This is an optimization exercise on Yosys and OpenROAD, whose aim is small area, a short achievable clock period and few clock cycles per item, not a production implementation. In this exercise RTL edits were held to simulation tests only and were not proved equivalent to the original. Power and IR drop assume default switching activity.

==> 10-11 <==
// mc_alu
module mc_alu (
  input  logic        clk,
  input  logic        reset_n,
  input  logic        in_valid,
  output logic        in_ready,
  input  logic [3:0]  op,
  input  logic [63:0] a,
  input  logic [63:0] b,
  input  logic        flush,
  output logic        out_valid,
  input  logic        out_ready,
  output logic [63:0] result,
  output logic        zero,
  output logic        negative,
  output logic        overflow,
  output logic        carry_out
);
  localparam logic [65:0] HS_INIT = {2'b10, 64'h8000_0000_0000_0000};
  typedef struct packed {
    logic mul;      
    logic sub;      
    logic arith;    
    logic and_;
    logic or_;
    logic xor_;
    logic passb;
    logic lsl;
    logic lsr;
  } dec_t;
  function automatic logic [15:0] booth_sel(input logic [8:0] bits);
    logic [3:0] p1, n1, p2, n2;
    for (int j = 0; j < 4; j++) begin
      p1[j] = ~bits[2*j+2] & (bits[2*j+1] ^ bits[2*j]);
  ...
Settings: LEC_CHECK=0, CAP_MARGIN=20, CORE_MARGIN=2, CORE_UTILIZATION=40, SETUP_SLACK_MARGIN=3.8, SLEW_MARGIN=20, TNS_END_PERCENT=100; clock period 8.0 ns.
run.sh (not shown) runs the stock make flow with config.mk's settings and CLKGATE_MAP_FILE= SYNTH_SCRIPT=/design/flow/synth_recipe.tcl, a recipe that flattens the netlist after the stock synthesis.
==> inputs of 12-20, as changes to 10-11 <==
--- a/flow/design.v
+++ b/flow/design.v
@@ -767,24 +767,29 @@
   logic        out_valid_q;
   dec_t        e_q;
   logic [63:0] a_q;           
   logic [63:0] b_q;           
   logic [65:0] hs_q, hc_q;    
   logic        cin_q;
   logic [15:0] sel_q;         
   logic        last_q;        
+  logic [5:0]  pa_q, pb_q;    
+  logic        big_q, mid_q;  
+  logic [2:0]  hb_q;          
+  logic [2:0]  ohb_q;         
   logic [63:0] res_q;
   logic        ovf_q, cry_q;
-  logic        mulres_q;      
+  logic        omid_q;        
+  logic [6:0] a_msb, b_msb;     
   dec_t  dec;
   logic  a_zero, b_zero;
   always_comb begin
-    a_zero    = (a == 64'd0);
-    b_zero    = (b == 64'd0);
+    a_zero    = !a_msb[6];
+    b_zero    = !b_msb[6];
     dec       = '0;
     dec.sub   = (op == alu_pkg::OP_SUB);
     dec.arith = (op == alu_pkg::OP_ADD) || (op == alu_pkg::OP_SUB);
     dec.and_  = (op == alu_pkg::OP_AND);
     dec.or_   = (op == alu_pkg::OP_OR);
     dec.xor_  = (op == alu_pkg::OP_XOR);
     dec.passb = (op == alu_pkg::OP_PASSB);
     dec.lsl   = (op == alu_pkg::OP_LSL);
@@ -793,17 +798,17 @@
   end
   logic [63:0] bx, p, g, cy;
   logic [63:0] pl [7];
   logic [63:0] gl [7];
   logic [63:0] sh_in, sh_out, sh_rev;
   logic [63:0] core_res;
   logic        core_ovf, core_cry;
   always_comb begin
-    bx  = b_q ^ {64{e_q.sub}};
+    bx  = b_q;                      
     p   = a_q ^ bx;
     g   = a_q & bx;
     pl[0] = p;
     gl[0] = g;
     gl[0][0] = g[0] | (p[0] & e_q.sub);
     for (int l = 0; l < 6; l++) begin
       for (int i = 0; i < 64; i++) begin
         if (((i >> l) & 1) == 1) begin
@@ -845,24 +850,41 @@
     .n2   (sel_q[3:0]),
     .last (last_q),
     .corr (last_q && b_q[7]),
     .lo   (step_lo),
     .cout (step_cout),
     .hs_n (step_hs),
     .hc_n (step_hc)
   );
-  logic res_free, e_fin, e_go, step_en, mul_block, accept;
+  function automatic logic [6:0] msb_pos(input logic [63:0] x);
+    logic [63:0] nz;
+    logic [5:0]  pos [64];
+    for (int i = 0; i < 64; i++) begin
+      nz[i]  = x[i];
+      pos[i] = 6'd0;
+    end
+    for (int l = 0; l < 6; l++)
+      for (int i = 0; i < (32 >> l); i++) begin
+        pos[i] = nz[2*i+1] ? (pos[2*i+1] | (6'd1 << l)) : pos[2*i];
+        nz[i]  = nz[2*i+1] | nz[2*i];
+      end
+    msb_pos = {nz[0], pos[0]};
+  endfunction
+  logic [6:0] pos_sum;
+  assign a_msb   = msb_pos(a);
+  assign b_msb   = msb_pos(b);
+  assign pos_sum = {1'b0, pa_q} + {1'b0, pb_q};
+  logic res_free, first, e_fin, e_go, step_en, accept;
   assign res_free  = !out_valid_q || out_ready;
-  assign e_fin     = !e_q.mul || (cnt_q == 4'd1);
+  assign first     = (cnt_q == 4'd8);
+  assign e_fin     = !e_q.mul || (cnt_q <= 4'd1);
   assign e_go      = e_valid_q && e_fin && res_free;
-  assign step_en   = e_valid_q && e_q.mul && (cnt_q != 4'd1 || res_free);
-  assign mul_block = (e_valid_q && e_q.mul) || (out_valid_q && mulres_q && !out_ready);
-  assign in_ready  = (!e_valid_q || (e_fin && res_free))
-                  && !(op == alu_pkg::OP_MUL && mul_block);
+  assign step_en   = e_valid_q && e_q.mul && (cnt_q != 4'd0);
+  assign in_ready  = !e_valid_q || (e_fin && res_free);
   assign accept    = in_valid && in_ready && !flush;
   always_ff @(posedge clk or negedge reset_n) begin
     if (!reset_n) begin
       e_valid_q   <= 1'b0;
       cnt_q       <= 4'd0;
       out_valid_q <= 1'b0;
     end else if (flush) begin
       e_valid_q   <= 1'b0;
@@ -874,51 +896,58 @@
       if (accept && dec.mul) cnt_q <= 4'd8;
       else if (step_en)      cnt_q <= cnt_q - 4'd1;
       if (e_go)           out_valid_q <= 1'b1;
       else if (out_ready) out_valid_q <= 1'b0;
     end
   end
   always_ff @(posedge clk) begin
     if (accept) begin
-      e_q <= dec;
-      a_q <= a;
-      b_q <= b;
+      e_q  <= dec;
+      a_q  <= a;
+      b_q  <= b ^ {64{dec.sub}};    
+      pa_q <= a_msb[5:0];
+      pb_q <= b_msb[5:0];
     end else if (step_en) begin
       b_q <= {step_lo, b_q[63:8]};
     end
-    if (accept && dec.mul) begin
+    if (accept) begin
       hs_q   <= HS_INIT;
       hc_q   <= 66'd0;
       cin_q  <= 1'b0;
       sel_q  <= booth_sel({b[7:0], 1'b0});
       last_q <= 1'b0;
-    end else if (step_en) begin
+    end else begin
       hs_q   <= step_hs;
       hc_q   <= step_hc;
       cin_q  <= step_cout;
       sel_q  <= booth_sel(b_q[15:7]);
       last_q <= (cnt_q == 4'd2);
     end
+    if (e_valid_q && first) begin
+      big_q <= pos_sum[6];
+      mid_q <= (pos_sum[5:0] == 6'h3f);
+    end
+    if (step_en && last_q) begin
+      hb_q <= {step_hs[0], step_hc[0], step_cout};
+    end
     if (e_go) begin
       if (e_q.mul) begin
-        res_q    <= {step_lo, b_q[63:8]};
-        ovf_q    <= 1'b0;
-        cry_q    <= 1'b0;
-        mulres_q <= 1'b1;
+        res_q  <= (cnt_q == 4'd0) ? b_q : {step_lo, b_q[63:8]};
+        ovf_q  <= 1'b0;
+        cry_q  <= big_q;
+        omid_q <= mid_q;
+        ohb_q  <= (cnt_q == 4'd0) ? hb_q : {step_hs[0], step_hc[0], step_cout};
       end else begin
-        res_q    <= core_res;
-        ovf_q    <= core_ovf;
-        cry_q    <= core_cry;
-        mulres_q <= 1'b0;
+        res_q  <= core_res;
+        ovf_q  <= core_ovf;
+        cry_q  <= core_cry;
+        omid_q <= 1'b0;
       end
     end
   end
-  logic [63:0] hx, ht;
-  assign hx = hs_q[63:0] ^ hc_q[63:0];
-  assign ht = {hs_q[62:0] | hc_q[62:0], cin_q};
   assign out_valid = out_valid_q;
   assign result    = res_q;
   assign zero      = (res_q == 64'd0);
   assign negative  = res_q[63];
   assign overflow  = ovf_q;
-  assign carry_out = cry_q | (mulres_q && (hx != ht));
+  assign carry_out = cry_q | (omid_q && (^ohb_q));
 endmodule
==> flow/flow/run.sh (new file) <==
#!/bin/bash
set -euo pipefail
export BUFFER_PORTS_ARGS="-buffer_cell sky130_fd_sc_hd__buf_2"
bash standard.sh > standard.log 2>&1
==> flow/standard.sh (new file) <==
#!/bin/bash
# synth_recipe.tcl (not shown) runs the flow's synth.tcl, then flattens the netlist and writes it again
# the make line also repeats each setting of config.mk as NAME=value (left out here)
make -C /OpenROAD-flow-scripts/flow DESIGN_CONFIG=/design/flow/config.mk WORK_HOME=/design/flow/orfs CLKGATE_MAP_FILE= SYNTH_SCRIPT=/design/flow/synth_recipe.tcl "${@:-finish}"
CORE_UTILIZATION = 60   (was 40)
PLACE_DENSITY = 0.68   (was default)
removed: flow/run.sh
==> results.txt <==
- In 10-11 the synthesized cell count is higher than in 12-20, by 0.92%.
- In 12-20 the maximum frequency is larger than in 10-11, by about 14%.
- Count of clock-buffer cells in the layout: 10-11 is higher than 12-20 (2).
- Total power: 12-20 is smaller than 10-11 (11%).
- Against 10-11, the critical path depth of 12-20 is higher by 3.
- Between 12-20 and 10-11, the lower cell area is in 12-20 (gap 10%, measured against 10-11).
==> figures <==
	10-11	12-20
Result of the run	finished clean	finished clean
Worst slew margin relative to its limit	0.2785	0.1495
Total Power Consumption	14.12 mW	12.52 mW
Fraction of final layout cells sized beyond drive strength 1	0.1978	0.1754
Critical path capture point	carry_out	res_q[11]$_DFFE_PP_
GR Util met2	0.4631	0.6451
Number of multi-input logic gates	3371	3388
Post-Synthesis Cell Area	0.04406 mm^2	0.04197 mm^2
Setup repair bufs after CTS	41	15
Height of the chip	335.9 um	268.5 um
Antenna diode count	1	6
Wire length of the first global-routing pass	268200 um	248600 um
Antenna violations before repair	8	15
Testbench counts of 10-11, summed over its fixed seeds: cycles 5,987, items 3,200.
Testbench counts of 12-20, summed over its fixed seeds: cycles 5,939, items 3,200.

-- separate check: timing with driven ports --
The results above use ideal ports. As a check the final layouts listed here were re-extracted and re-timed, cells and wires unchanged. Step 1 sets driving cells, clkbuf_16 on the clock port and buf_2 on the other inputs (assumed; they add their load-dependent delay and slew). Step 2, shift: input delay + t, output delay - t, t = (earliest + latest rising clock arrival at the registers) / 2. This alone moves slack from input paths to output paths. Slacks: no drivers / after step 1 / after step 2; pairs: no drivers / after step 1.
run | t, ns | setup WS [ns] | worst setup path after step 2 | worst slew at a driven data input, ns
10-11 | 0.690 | 3.178 / 3.110 / 3.100 | input to register | 0.06
12-20 | 0.693 | 3.758 / 3.756 / 3.277 | input to register | 0.13
After both steps setup and hold are still met in every run listed. For 12-20, which loses most, drivers alone change the setup slack by -0.002 ns; drivers and shift together by -0.481 ns.
